Context: an optimization exercise on an open-source flow, tuned for small area, a short achievable clock period and few clock cycles per item. The choices shown serve that exercise and are no tape-out recipe.
Function was checked by simulation only, so behaviour that the tests miss may differ from the original.

==> inputs of job 3113 <==
// carryless_universal_string_hash
module carryless_universal_string_hash #(
   parameter int BLOCK_WORDS = clush_pkg::BLOCK_WORDS_DEFAULT
) (
   input  wire logic              clock,
   input  wire logic              reset,
   input  wire logic              req_valid,
   output logic                   req_stall,
   input  wire logic              req_cmd,
   input  wire logic [6:0]        req_key_index,
   input  wire logic [63:0]       req_word_data,
   input  wire logic [3:0]        req_valid_bytes,
   input  wire logic              req_last_word,
   output logic                   rsp_valid,
   input  wire logic              rsp_stall,
   output logic      [63:0]       rsp_hash_value,
   input  wire logic              csr_wr_en,
   input  wire logic [clush_pkg::CSR_IW-1:0] csr_index,
   input  wire logic [63:0]       csr_wdata
);
export LEC_CHECK = 0
export CAP_MARGIN = 20
export CORE_MARGIN = 2
export CORE_UTILIZATION = 58
export CTS_CLUSTER_DIAMETER = 60
export CTS_CLUSTER_SIZE = 26
export SETUP_SLACK_MARGIN = 4.7
export SLEW_MARGIN = 20
export SYNTH_MEMORY_MAX_BITS = 16384
create_clock -name core_clock -period 8.0 [get_ports {clock}]
run.sh (not shown) runs the stock make flow with config.mk's settings and CLKGATE_MAP_FILE= SYNTH_SCRIPT=/design/flow/synth_recipe.tcl, a recipe that flattens the netlist after the stock synthesis.
==> inputs of job 7695, as changes to job 3113 <==
--- a/flow/design.v
+++ b/flow/design.v
@@ -103,13 +103,10 @@
       logic [63:0] h;
       h = a[127:64];
       q = {64'd0, h} ^ ({64'd0, h} << 1) ^ ({64'd0, h} << 3) ^ ({64'd0, h} << 4);
       reduce64 = q[63:0] ^ a[63:0] ^ {56'd0, 8'(q[67:64]) ^ (8'(q[67:64]) << 1) ^ (8'(q[67:64]) << 3) ^ (8'(q[67:64]) << 4)};
    endfunction
-   function automatic logic [63:0] rotdn(input logic [63:0] x);
-      rotdn = {x[0], x[63:1]};
-   endfunction
    function automatic logic [127:0] tfold(input logic [127:0] m);
       tfold = {m[63:0], 64'd0} ^ ({64'd0, m[127:64]} << 1) ^ ({64'd0, m[127:64]} << 2);
    endfunction
    logic [63:0] poly_lo_ff, poly_hi_ff, fkey_lo_ff, fkey_hi_ff, len_key_ff;
    always_ff @(posedge clock) begin
@@ -134,50 +131,49 @@
       logic        wr;
       logic        word;
       logic        eo;
       logic        last;
       logic [3:0]  n;
-      logic [7:0]  bm;
       logic [6:0]  kidx;
       logic [63:0] data;
    } ent_t;
    logic        req_stall_ff;
+   logic        can_take_ff;      
    logic [1:0]  icnt_ff, icnt_in;
    ent_t        h_ff, s_ff, r_in;
    logic [3:0]  rn;
    logic        take, pop, split, hv;
    logic [5:0]  ph_ff;            
    logic        kmatch_ff;        
    logic        kmatch_in;
    assign req_stall = req_stall_ff;
-   assign take = req_valid && !req_stall_ff;
+   assign take = req_valid && can_take_ff;
    assign icnt_in = icnt_ff + 2'(take) - 2'(pop);
    assign hv = (icnt_ff != 2'd0);
    assign rn = (req_valid_bytes > 4'd8) ? 4'd8 : req_valid_bytes;
-   logic [7:0] rbm;
-   always_comb begin
-      for (int b = 0; b < 8; b++) begin
-         rbm[b] = (rn > 4'(b));
-      end
+   logic [63:0] rmask;
+   for (genvar b = 0; b < 8; b++) begin : g_rmask
+      assign rmask[8*b +: 8] = {8{rn > 4'(b)}};
    end
    always_comb begin
       r_in.wr = !req_cmd;
       r_in.word = req_cmd && (rn != 4'd0);
       r_in.eo = req_cmd && (rn == 4'd0) && req_last_word;
       r_in.last = req_last_word;
       r_in.n = req_cmd ? rn : 4'd0;
-      r_in.bm = rbm;
       r_in.kidx = req_key_index;
-      r_in.data = req_word_data;
+      r_in.data = req_word_data & (req_cmd ? rmask : '1);
    end
    always_ff @(posedge clock) begin
       if (reset) begin
          icnt_ff <= '0;
          req_stall_ff <= 1'b0;
+         can_take_ff <= 1'b1;
       end else begin
          icnt_ff <= icnt_in;
          req_stall_ff <= (icnt_in == 2'd2);
+         can_take_ff <= (icnt_in != 2'd2);
       end
    end
    always_comb begin
       if (pop && icnt_ff == 2'd2) begin
          kmatch_in = (s_ff.kidx[6:1] == ph_ff + 6'd1);
@@ -204,56 +200,61 @@
    end
    logic [7:0]   pos_ff;          
    logic [31:0]  esel_ff;         
    logic         cpar_ff;         
    logic         p0_ff;           
-   logic [127:0] kp_ff, k0_ff, kpair;
+   logic         use_rd_ff;       
+   logic [127:0] kalt_ff, k0_ff, k0_in, kp_in;
+   logic [63:0]  klo, khi, dm, dm_odd;
    logic [5:0]   s0_in;
    logic         folded_ff;       
    logic         bclr_ff;         
    logic [63:0]  bytes_ff;
    logic [63:0]  even_ff;         
    logic         fpend_ff;        
    logic [1:0]   fcnt_ff;
    logic         lenpend_ff, lenf_ff, finpend_ff;
    logic [1:0]   infl_ff;         
+   logic         ov_ff, xv, opop, orp_ff, owp_ff, orp_in;   
    logic [63:0]  ma_ff, mb_ff;
    logic [2:0]   jb1_ff, jb_ff;
-   logic         rb1_ff, rfold1_ff, eb1_ff, ebf1_ff;
-   logic         rb_ff, rfold_ff, eb_ff, ebf_ff;
+   logic         rb1_ff, eb1_ff, ebf1_ff;
+   logic         rb_ff, eb_ff, ebf_ff;
    logic [62:0]  pp_ff [3];
    logic         fin_owed_ff;     
-   logic [127:0] bsum_ff, fres_ff;
+   logic [127:0] bsum_ff;         
    logic [127:0] acc_ff;          
-   logic [63:0]  k_even, k_odd, wkey, wmask, wp, base;
+   logic [63:0]  k_even, k_odd, base;
    logic         roll, podd, h_split, h_elast, h_end, h_mul, h_urgent;
    logic         fwait, end_ok, h_ready, f_ok, f_issue, h_go, even_en;
    logic         to_zero, adv_pair;
    logic [63:0]  ma_in, mb_in, p1m, p1x;
    logic [2:0]   jb_in;
    assign p1m = poly_hi_ff & POLY_HI_MASK;
    assign p1x = (p1m << 1) ^ (p1m << 2);
    logic we_lo, we_hi;
    assign we_lo = hv && h_ff.wr && kmatch_ff && !h_ff.kidx[0];
    assign we_hi = hv && h_ff.wr && kmatch_ff && h_ff.kidx[0];
+   assign k0_in = {(we_hi && h_ff.kidx[6:1] == 6'd0) ? h_ff.data : k0_ff[127:64],
+                   (we_lo && h_ff.kidx[6:1] == 6'd0) ? h_ff.data : k0_ff[63:0]};
+   assign kp_in = {(we_hi && esel_ff[0]) ? h_ff.data : k_odd,
+                   (we_lo && esel_ff[0]) ? h_ff.data : k_even};
    clush_ram #(.WIDTH(64), .DEPTH(KEY_DEPTH)) u_key_ram (
       .clock   (clock),
       .we_lo   (we_lo),
       .we_hi   (we_hi),
       .wr_data (h_ff.data),
       .rd_sel  (esel_ff),
       .rd_even (k_even),
       .rd_odd  (k_odd)
    );
-   for (genvar b = 0; b < 8; b++) begin : g_wmask
-      assign wmask[8*b +: 8] = {8{h_ff.bm[b]}};
-   end
    assign roll = pos_ff[7];
    assign podd = pos_ff[0];
-   assign kpair = (!p0_ff && !cpar_ff) ? {k_odd, k_even} : p0_ff ? k0_ff : kp_ff;
-   assign wkey = podd ? kpair[127:64] : kpair[63:0];
-   assign wp = (h_ff.data & wmask) ^ wkey;
+   assign klo = use_rd_ff ? k_even : kalt_ff[63:0];
+   assign khi = use_rd_ff ? k_odd : kalt_ff[127:64];
+   assign dm = h_ff.data;
+   assign dm_odd = dm & {64{h_ff.word && podd}};
    assign base = bclr_ff ? 64'd0 : bytes_ff;
    assign h_split = h_ff.word && h_ff.last && roll;
    assign h_elast = h_ff.word && h_ff.last && !roll;
    assign h_end = h_elast || h_ff.eo;
    assign h_mul = h_ff.word ? (podd || h_elast) : (h_ff.eo && podd);
@@ -271,46 +272,41 @@
    assign even_en = hv && h_ff.word && !podd && !(h_ff.last && !roll) && !(roll && fwait);
    assign to_zero = h_go && (h_end || (h_ff.word && roll));
    assign s0_in = ~ph_ff + 6'(!ph_ff[0]);
    assign adv_pair = h_go && h_ff.word && podd;
    always_comb begin
+      logic [63:0] ma_o, mb_o;
       jb_in = J_NONE;
-      ma_in = (h_ff.word && !podd) ? wp : even_ff;
-      mb_in = (h_ff.word && podd) ? wp : kpair[127:64];
+      ma_o = even_ff;
+      mb_o = acc_ff[127:64];
       if (finpend_ff) begin
          jb_in = J_FIN;
-         ma_in = acc_ff[63:0];
-         mb_in = acc_ff[127:64];
+         ma_o = acc_ff[63:0];
+         mb_o = acc_ff[127:64];
       end else if (lenpend_ff) begin
          jb_in = lenf_ff ? J_LENF : J_LENU;
-         ma_in = bytes_ff;
-         mb_in = len_key_ff;
+         ma_o = bytes_ff;
+         mb_o = len_key_ff;
       end else if (f_issue) begin
          jb_in = (fcnt_ff == 2'd0) ? J_F0 : (fcnt_ff == 2'd1) ? J_F1 : J_FMIX;
-         ma_in = (fcnt_ff == 2'd1) ? p1x : (fcnt_ff == 2'd3) ? p1m : poly_lo_ff;
-         mb_in = (fcnt_ff[0] ^ fcnt_ff[1]) ? acc_ff[127:64] : acc_ff[63:0];
+         ma_o = (fcnt_ff == 2'd1) ? p1x : (fcnt_ff == 2'd3) ? p1m : poly_lo_ff;
+         mb_o = (fcnt_ff[0] ^ fcnt_ff[1]) ? acc_ff[127:64] : acc_ff[63:0];
       end else if (h_go && h_mul) begin
          jb_in = J_WORD;
       end
+      ma_in = (!finpend_ff && !lenpend_ff && !f_issue && h_ff.word && !podd) ? (dm ^ klo) : ma_o;
+      mb_in = (!finpend_ff && !lenpend_ff && !f_issue) ? (khi ^ dm_odd) : mb_o;
    end
    always_ff @(posedge clock) begin
-      kp_ff[63:0] <= (we_lo && esel_ff[0]) ? h_ff.data : k_even;
-      kp_ff[127:64] <= (we_hi && esel_ff[0]) ? h_ff.data : k_odd;
-      if (we_lo && h_ff.kidx[6:1] == 6'd0) begin
-         k0_ff[63:0] <= h_ff.data;
-      end
-      if (we_hi && h_ff.kidx[6:1] == 6'd0) begin
-         k0_ff[127:64] <= h_ff.data;
-      end
+      k0_ff <= k0_in;
+      kalt_ff <= (to_zero || (p0_ff && !adv_pair)) ? k0_in : kp_in;
       ma_ff <= ma_in;
       mb_ff <= mb_in;
-      rfold1_ff <= folded_ff;
       ebf1_ff <= folded_ff;
-      rfold_ff <= rfold1_ff;
       ebf_ff <= ebf1_ff;
       if (even_en) begin
-         even_ff <= wp;
+         even_ff <= dm ^ klo;
       end
       if (h_go && (h_ff.word || h_ff.eo)) begin
          bytes_ff <= base + 64'(h_ff.n);
       end
    end
@@ -319,10 +315,11 @@
          pos_ff <= '0;
          ph_ff <= 6'd1;
          esel_ff <= 32'd1;
          cpar_ff <= 1'b1;
          p0_ff <= 1'b1;
+         use_rd_ff <= 1'b0;
          folded_ff <= 1'b0;
          bclr_ff <= 1'b1;
          fpend_ff <= 1'b0;
          fcnt_ff <= '0;
          lenpend_ff <= 1'b0;
@@ -351,10 +348,12 @@
             if (cpar_ff) begin
                esel_ff <= {esel_ff[0], esel_ff[31:1]};
             end
          end
          p0_ff <= to_zero || (p0_ff && !adv_pair);
+         use_rd_ff <= !(to_zero || (p0_ff && !adv_pair))
+                      && !(to_zero ? !ph_ff[0] : (adv_pair ? cpar_ff : !cpar_ff));
          if (h_go && h_ff.word) begin
             pos_ff <= h_elast ? 8'd0 : (roll ? 8'd1 : pos_ff + 8'd1);
             bclr_ff <= h_elast;
          end else if (h_go && h_ff.eo) begin
             pos_ff <= '0;
@@ -383,11 +382,11 @@
             folded_ff <= 1'b0;
          end
          if (eb_ff && ebf_ff) begin
             finpend_ff <= 1'b1;
          end
-         infl_ff <= infl_ff + 2'(h_go && h_end) - 2'(rsp_valid && !rsp_stall);
+         infl_ff <= infl_ff + 2'(h_go && h_end) - 2'(opop);
       end
    end
    always_ff @(posedge clock) begin
       logic [31:0] x [3], y [3];
       x[0] = ma_ff[31:0];
@@ -400,62 +399,62 @@
          pp_ff[k] <= kjoin32(clmul16(x[k][15:0], y[k][15:0]),
                              clmul16(x[k][31:16], y[k][31:16]),
                              clmul16(x[k][15:0] ^ x[k][31:16], y[k][15:0] ^ y[k][31:16]));
       end
    end
-   logic [127:0] prod, bsum_new, fresk;
+   logic [127:0] prod, bsum_new;
    assign prod = kjoin64(pp_ff[0], pp_ff[1], pp_ff[2]);
-   assign bsum_new = (rb_ff ? 128'd0 : bsum_ff) ^ ((jb_ff == J_WORD) ? prod : 128'd0);
-   assign fresk = fres_ff ^ {fkey_hi_ff, fkey_lo_ff};
+   assign bsum_new = (rb_ff ? 128'd0 : bsum_ff)
+                     ^ ((jb_ff == J_WORD || jb_ff == J_F0 || jb_ff == J_F1) ? prod : 128'd0)
+                     ^ ((jb_ff == J_FMIX) ? tfold(prod) : 128'd0);
    always_ff @(posedge clock) begin
       if (reset) begin
          bsum_ff <= '0;
       end else begin
          bsum_ff <= eb_ff ? 128'd0 : bsum_new;
       end
    end
    always_ff @(posedge clock) begin
       if (rb_ff) begin
-         acc_ff <= (rfold_ff ? fres_ff : 128'd0) ^ bsum_ff;
+         acc_ff <= bsum_ff;
       end
       if (eb_ff) begin
-         acc_ff <= bsum_new ^ (ebf_ff ? fresk : 128'd0);
+         acc_ff <= bsum_new ^ (ebf_ff ? {fkey_hi_ff, fkey_lo_ff} : 128'd0);
       end
       if (jb_ff == J_LENF) begin
          acc_ff <= prod;
       end
-      case (jb_ff)
-         J_F0: fres_ff <= prod;
-         J_F1: fres_ff <= fres_ff ^ prod;
-         J_FMIX: fres_ff <= fres_ff ^ tfold(prod);
-         default: ;
-      endcase
    end
-   logic        o0v_ff, o1v_ff, xv;
-   logic [63:0] o0_ff, o1_ff, hash;
+   logic [1:0]  ocnt_ff, ocnt_in;
+   logic [63:0] e0_ff, e1_ff, oq_ff, hash, ohead;
    assign xv = (jb_ff == J_LENU) || (jb_ff == J_FIN);
    assign hash = reduce64(acc_ff ^ prod);
-   assign rsp_valid = o0v_ff;
-   assign rsp_hash_value = o0_ff;
+   assign rsp_valid = ov_ff;
+   assign rsp_hash_value = oq_ff;
+   assign opop = ov_ff && !rsp_stall;
+   assign orp_in = orp_ff ^ opop;
+   assign ocnt_in = ocnt_ff + 2'(xv) - 2'(opop);
+   assign ohead = (xv && owp_ff == orp_in) ? hash : (orp_in ? e1_ff : e0_ff);
    always_ff @(posedge clock) begin
       if (reset) begin
-         o0v_ff <= 1'b0;
-         o1v_ff <= 1'b0;
-      end else if (!o0v_ff || !rsp_stall) begin
-         o0v_ff <= o1v_ff || xv;
-         o1v_ff <= o1v_ff && xv;
-      end else if (xv) begin
-         o1v_ff <= 1'b1;
+         ov_ff <= 1'b0;
+         ocnt_ff <= '0;
+         orp_ff <= 1'b0;
+         owp_ff <= 1'b0;
+      end else begin
+         ov_ff <= (ocnt_in != 2'd0);
+         ocnt_ff <= ocnt_in;
+         orp_ff <= orp_in;
+         owp_ff <= owp_ff ^ xv;
       end
    end
    always_ff @(posedge clock) begin
-      if (!o0v_ff || !rsp_stall) begin
-         o0_ff <= o1v_ff ? o1_ff : hash;
-         if (xv) begin
-            o1_ff <= hash;
-         end
-      end else if (xv) begin
-         o1_ff <= hash;
+      oq_ff <= ohead;
+      if (xv && !owp_ff) begin
+         e0_ff <= hash;
+      end
+      if (xv && owp_ff) begin
+         e1_ff <= hash;
       end
    end
 endmodule
 `default_nettype wire
- CORE_UTILIZATION: 58 -> 62
- CTS_CLUSTER_DIAMETER: 60 -> 80
- SETUP_SLACK_MARGIN: 4.7 -> 4.9
==> inputs of job 2725, as changes to job 3113 <==
--- a/flow/design.v
+++ b/flow/design.v
@@ -19,11 +19,11 @@
 ) (
    input  wire logic                       clock,
    input  wire logic                       we_lo,
    input  wire logic                       we_hi,
    input  wire logic [WIDTH-1:0]           wr_data,
-   input  wire logic [DEPTH/4-1:0]         rd_sel,
+   input  wire logic [DEPTH/2-1:0]         rd_sel,
    output logic      [WIDTH-1:0]           rd_even,
    output logic      [WIDTH-1:0]           rd_odd
 );
    localparam int NP = DEPTH / 2;
    logic [NP-1:0][2*WIDTH-1:0] ring;
@@ -32,18 +32,18 @@
          ring[i] <= ring[i + 1];
       end
       ring[NP-1] <= {we_hi ? wr_data : ring[0][2*WIDTH-1:WIDTH],
                      we_lo ? wr_data : ring[0][WIDTH-1:0]};
    end
-   logic [NP/2-1:0][2*WIDTH-1:0] pick;
-   for (genvar j = 0; j < NP / 2; j++) begin : g_pick
-      assign pick[j] = ring[2*j] & {2*WIDTH{rd_sel[j]}};
+   logic [NP-1:0][2*WIDTH-1:0] pick;
+   for (genvar j = 0; j < NP; j++) begin : g_pick
+      assign pick[j] = ring[j] & {2*WIDTH{rd_sel[j]}};
    end
    always_comb begin
       logic [2*WIDTH-1:0] r;
       r = '0;
-      for (int j = 0; j < NP / 2; j++) begin
+      for (int j = 0; j < NP; j++) begin
          r = r | pick[j];
       end
       rd_even = r[WIDTH-1:0];
       rd_odd = r[2*WIDTH-1:WIDTH];
    end
@@ -201,15 +201,11 @@
       if (take && icnt_ff == 2'd1 && !pop) begin
          s_ff <= r_in;
       end
    end
    logic [7:0]   pos_ff;          
-   logic [31:0]  esel_ff;         
-   logic         cpar_ff;         
-   logic         p0_ff;           
-   logic [127:0] kp_ff, k0_ff, kpair;
-   logic [5:0]   s0_in;
+   logic [63:0]  psel_ff;         
    logic         folded_ff;       
    logic         bclr_ff;         
    logic [63:0]  bytes_ff;
    logic [63:0]  even_ff;         
    logic         fpend_ff;        
@@ -220,39 +216,34 @@
    logic [2:0]   jb1_ff, jb_ff;
    logic         rb1_ff, rfold1_ff, eb1_ff, ebf1_ff;
    logic         rb_ff, rfold_ff, eb_ff, ebf_ff;
    logic [62:0]  pp_ff [3];
    logic         fin_owed_ff;     
-   logic [127:0] bsum_ff, fres_ff;
-   logic [127:0] acc_ff;          
+   logic [127:0] bsum_ff, acc_ff, fres_ff, fu_t_ff;
    logic [63:0]  k_even, k_odd, wkey, wmask, wp, base;
    logic         roll, podd, h_split, h_elast, h_end, h_mul, h_urgent;
    logic         fwait, end_ok, h_ready, f_ok, f_issue, h_go, even_en;
    logic         to_zero, adv_pair;
    logic [63:0]  ma_in, mb_in, p1m, p1x;
    logic [2:0]   jb_in;
    assign p1m = poly_hi_ff & POLY_HI_MASK;
    assign p1x = (p1m << 1) ^ (p1m << 2);
-   logic we_lo, we_hi;
-   assign we_lo = hv && h_ff.wr && kmatch_ff && !h_ff.kidx[0];
-   assign we_hi = hv && h_ff.wr && kmatch_ff && h_ff.kidx[0];
    clush_ram #(.WIDTH(64), .DEPTH(KEY_DEPTH)) u_key_ram (
       .clock   (clock),
-      .we_lo   (we_lo),
-      .we_hi   (we_hi),
+      .we_lo   (hv && h_ff.wr && kmatch_ff && !h_ff.kidx[0]),
+      .we_hi   (hv && h_ff.wr && kmatch_ff && h_ff.kidx[0]),
       .wr_data (h_ff.data),
-      .rd_sel  (esel_ff),
+      .rd_sel  (psel_ff),
       .rd_even (k_even),
       .rd_odd  (k_odd)
    );
    for (genvar b = 0; b < 8; b++) begin : g_wmask
       assign wmask[8*b +: 8] = {8{h_ff.bm[b]}};
    end
    assign roll = pos_ff[7];
    assign podd = pos_ff[0];
-   assign kpair = (!p0_ff && !cpar_ff) ? {k_odd, k_even} : p0_ff ? k0_ff : kp_ff;
-   assign wkey = podd ? kpair[127:64] : kpair[63:0];
+   assign wkey = podd ? k_odd : k_even;
    assign wp = (h_ff.data & wmask) ^ wkey;
    assign base = bclr_ff ? 64'd0 : bytes_ff;
    assign h_split = h_ff.word && h_ff.last && roll;
    assign h_elast = h_ff.word && h_ff.last && !roll;
    assign h_end = h_elast || h_ff.eo;
@@ -268,20 +259,19 @@
    assign h_go = h_ready && !(h_mul && (lenpend_ff || finpend_ff || f_issue));
    assign pop = h_go && !h_split;
    assign split = h_go && h_split;
    assign even_en = hv && h_ff.word && !podd && !(h_ff.last && !roll) && !(roll && fwait);
    assign to_zero = h_go && (h_end || (h_ff.word && roll));
-   assign s0_in = ~ph_ff + 6'(!ph_ff[0]);
    assign adv_pair = h_go && h_ff.word && podd;
    always_comb begin
       jb_in = J_NONE;
       ma_in = (h_ff.word && !podd) ? wp : even_ff;
-      mb_in = (h_ff.word && podd) ? wp : kpair[127:64];
+      mb_in = (h_ff.word && podd) ? wp : k_odd;
       if (finpend_ff) begin
          jb_in = J_FIN;
-         ma_in = acc_ff[63:0];
-         mb_in = acc_ff[127:64];
+         ma_in = fu_t_ff[63:0];
+         mb_in = fu_t_ff[127:64];
       end else if (lenpend_ff) begin
          jb_in = lenf_ff ? J_LENF : J_LENU;
          ma_in = bytes_ff;
          mb_in = len_key_ff;
       end else if (f_issue) begin
@@ -291,18 +281,10 @@
       end else if (h_go && h_mul) begin
          jb_in = J_WORD;
       end
    end
    always_ff @(posedge clock) begin
-      kp_ff[63:0] <= (we_lo && esel_ff[0]) ? h_ff.data : k_even;
-      kp_ff[127:64] <= (we_hi && esel_ff[0]) ? h_ff.data : k_odd;
-      if (we_lo && h_ff.kidx[6:1] == 6'd0) begin
-         k0_ff[63:0] <= h_ff.data;
-      end
-      if (we_hi && h_ff.kidx[6:1] == 6'd0) begin
-         k0_ff[127:64] <= h_ff.data;
-      end
       ma_ff <= ma_in;
       mb_ff <= mb_in;
       rfold1_ff <= folded_ff;
       ebf1_ff <= folded_ff;
       rfold_ff <= rfold1_ff;
@@ -316,13 +298,11 @@
    end
    always_ff @(posedge clock) begin
       if (reset) begin
          pos_ff <= '0;
          ph_ff <= 6'd1;
-         esel_ff <= 32'd1;
-         cpar_ff <= 1'b1;
-         p0_ff <= 1'b1;
+         psel_ff <= 64'd1 << 63;
          folded_ff <= 1'b0;
          bclr_ff <= 1'b1;
          fpend_ff <= 1'b0;
          fcnt_ff <= '0;
          lenpend_ff <= 1'b0;
@@ -341,20 +321,11 @@
          eb1_ff <= h_go && h_end;
          jb_ff <= jb1_ff;
          rb_ff <= rb1_ff;
          eb_ff <= eb1_ff;
          ph_ff <= ph_ff + 6'd1;
-         if (to_zero) begin
-            esel_ff <= 32'd1 << s0_in[5:1];
-            cpar_ff <= !ph_ff[0];
-         end else if (!adv_pair) begin
-            cpar_ff <= !cpar_ff;
-            if (cpar_ff) begin
-               esel_ff <= {esel_ff[0], esel_ff[31:1]};
-            end
-         end
-         p0_ff <= to_zero || (p0_ff && !adv_pair);
+         psel_ff <= to_zero ? (64'd1 << ~ph_ff) : adv_pair ? psel_ff : rotdn(psel_ff);
          if (h_go && h_ff.word) begin
             pos_ff <= h_elast ? 8'd0 : (roll ? 8'd1 : pos_ff + 8'd1);
             bclr_ff <= h_elast;
          end else if (h_go && h_ff.eo) begin
             pos_ff <= '0;
@@ -416,14 +387,14 @@
    always_ff @(posedge clock) begin
       if (rb_ff) begin
          acc_ff <= (rfold_ff ? fres_ff : 128'd0) ^ bsum_ff;
       end
       if (eb_ff) begin
-         acc_ff <= bsum_new ^ (ebf_ff ? fresk : 128'd0);
+         fu_t_ff <= bsum_new ^ (ebf_ff ? fresk : 128'd0);
       end
       if (jb_ff == J_LENF) begin
-         acc_ff <= prod;
+         fu_t_ff <= prod;
       end
       case (jb_ff)
          J_F0: fres_ff <= prod;
          J_F1: fres_ff <= fres_ff ^ prod;
          J_FMIX: fres_ff <= fres_ff ^ tfold(prod);
@@ -431,11 +402,11 @@
       endcase
    end
    logic        o0v_ff, o1v_ff, xv;
    logic [63:0] o0_ff, o1_ff, hash;
    assign xv = (jb_ff == J_LENU) || (jb_ff == J_FIN);
-   assign hash = reduce64(acc_ff ^ prod);
+   assign hash = reduce64(fu_t_ff ^ prod);
    assign rsp_valid = o0v_ff;
    assign rsp_hash_value = o0_ff;
    always_ff @(posedge clock) begin
       if (reset) begin
          o0v_ff <= 1'b0;
- CORE_UTILIZATION: 58 -> 50
- CTS_CLUSTER_DIAMETER: 60 -> default
- CTS_CLUSTER_SIZE: 26 -> default
- SETUP_SLACK_MARGIN: 4.7 -> 4.3
==> results.py <==
metrics = {
    "outcome": {
        "outcome": "no timing/DRC/antenna violations",
    },
    "layout": {
        "fin_cells": 37778,
    },
    "floorplanning": {
        "start_util_pct": 50.2,
    },
    "clock_network": {
        "clk-insertion-delay-late_ps": 1250,
    },
    "detailed_routing": {
        "drt-total-wl_um": 1480000,
    },
    "global_route": {
        "antenna_found_initial": 173,
    },
}
# the run above: job 2725

==> results.py <==
metrics = {
    "floorplanning": {
        "start_util_pct": 62.3,
    },
    "layout": {
        "fin_cells": 31326,
    },
    "synth": {
        "dominantRegCellSynth": "dfxtp_1",
    },
    "outcome": {
        "outcome": "no timing/DRC/antenna violations",
    },
    "worst_setup_path": {
        "critical_path.cell_chain": "clkdlybuf4s50_1 > nor2_1 > nand3_4 > nand2_1 > a21oi_1",
        "end_kind": "register",
    },
    "detailed_routing": {
        "drt-total-wl_um": 989000,
    },
}
# the run above: job 7695

==> results.py <==
metrics = {
    "outcome": {
        "outcome": "no timing/DRC/antenna violations",
    },
    "floorplanning": {
        "start_util_pct": 58.2,
    },
    "global_route": {
        "antenna_found_initial": 92,
    },
    "detailed_routing": {
        "drt-total-wl_um": 1070000,
    },
    "clock_network": {
        "clk-insertion-delay-late_ps": 1170,
    },
    "layout": {
        "seq_area_share_pct": 61.0,
    },
}
# the run above: job 3113

Testbench counts of job 3113, summed over its fixed seeds: cycles 12,488, words 12,396.
Testbench counts of job 7695, summed over its fixed seeds: cycles 12,488, words 12,396.
Testbench counts of job 2725, summed over its fixed seeds: cycles 12,488, words 12,396.

## afterwards: timing with drivers on the ports
Ports are ideal in the flow. The routed layouts listed here were re-timed in OpenROAD.
Step 1 sets driving cells, clkbuf_16 on the clock port and buf_2 on the other inputs (assumed; they add their load-dependent delay and slew).
Step 2 times the ports against the registers' clock, not the clock port: input delays grow and output delays shrink by t, the midpoint of the rising clock arrivals with the driver on.
Slacks: ideal ports / drivers / drivers and shift; pairs: ideal ports / drivers.
| run | shift t [ns] | setup slack, ns | hold slack, ns | worst data-port slew with drivers (ns) |
|---|---|---|---|---|
| job 3113 | 1.258 | 4.526 / 4.494 / 3.428 | 0.301 / 0.301 / 0.301 | 0.31 |
| job 7695 | 1.181 | 4.770 / 4.717 / 3.692 | 0.270 / 0.270 / 0.270 | 0.14 |
| job 2725 | 1.340 | 4.011 / 4.011 / 3.180 | 0.292 / 0.292 / 0.292 | 0.29 |
After both steps setup and hold are still met in every run listed. For job 3113, which loses most, drivers alone change the setup slack by -0.032 ns; drivers and shift together by -1.098 ns.
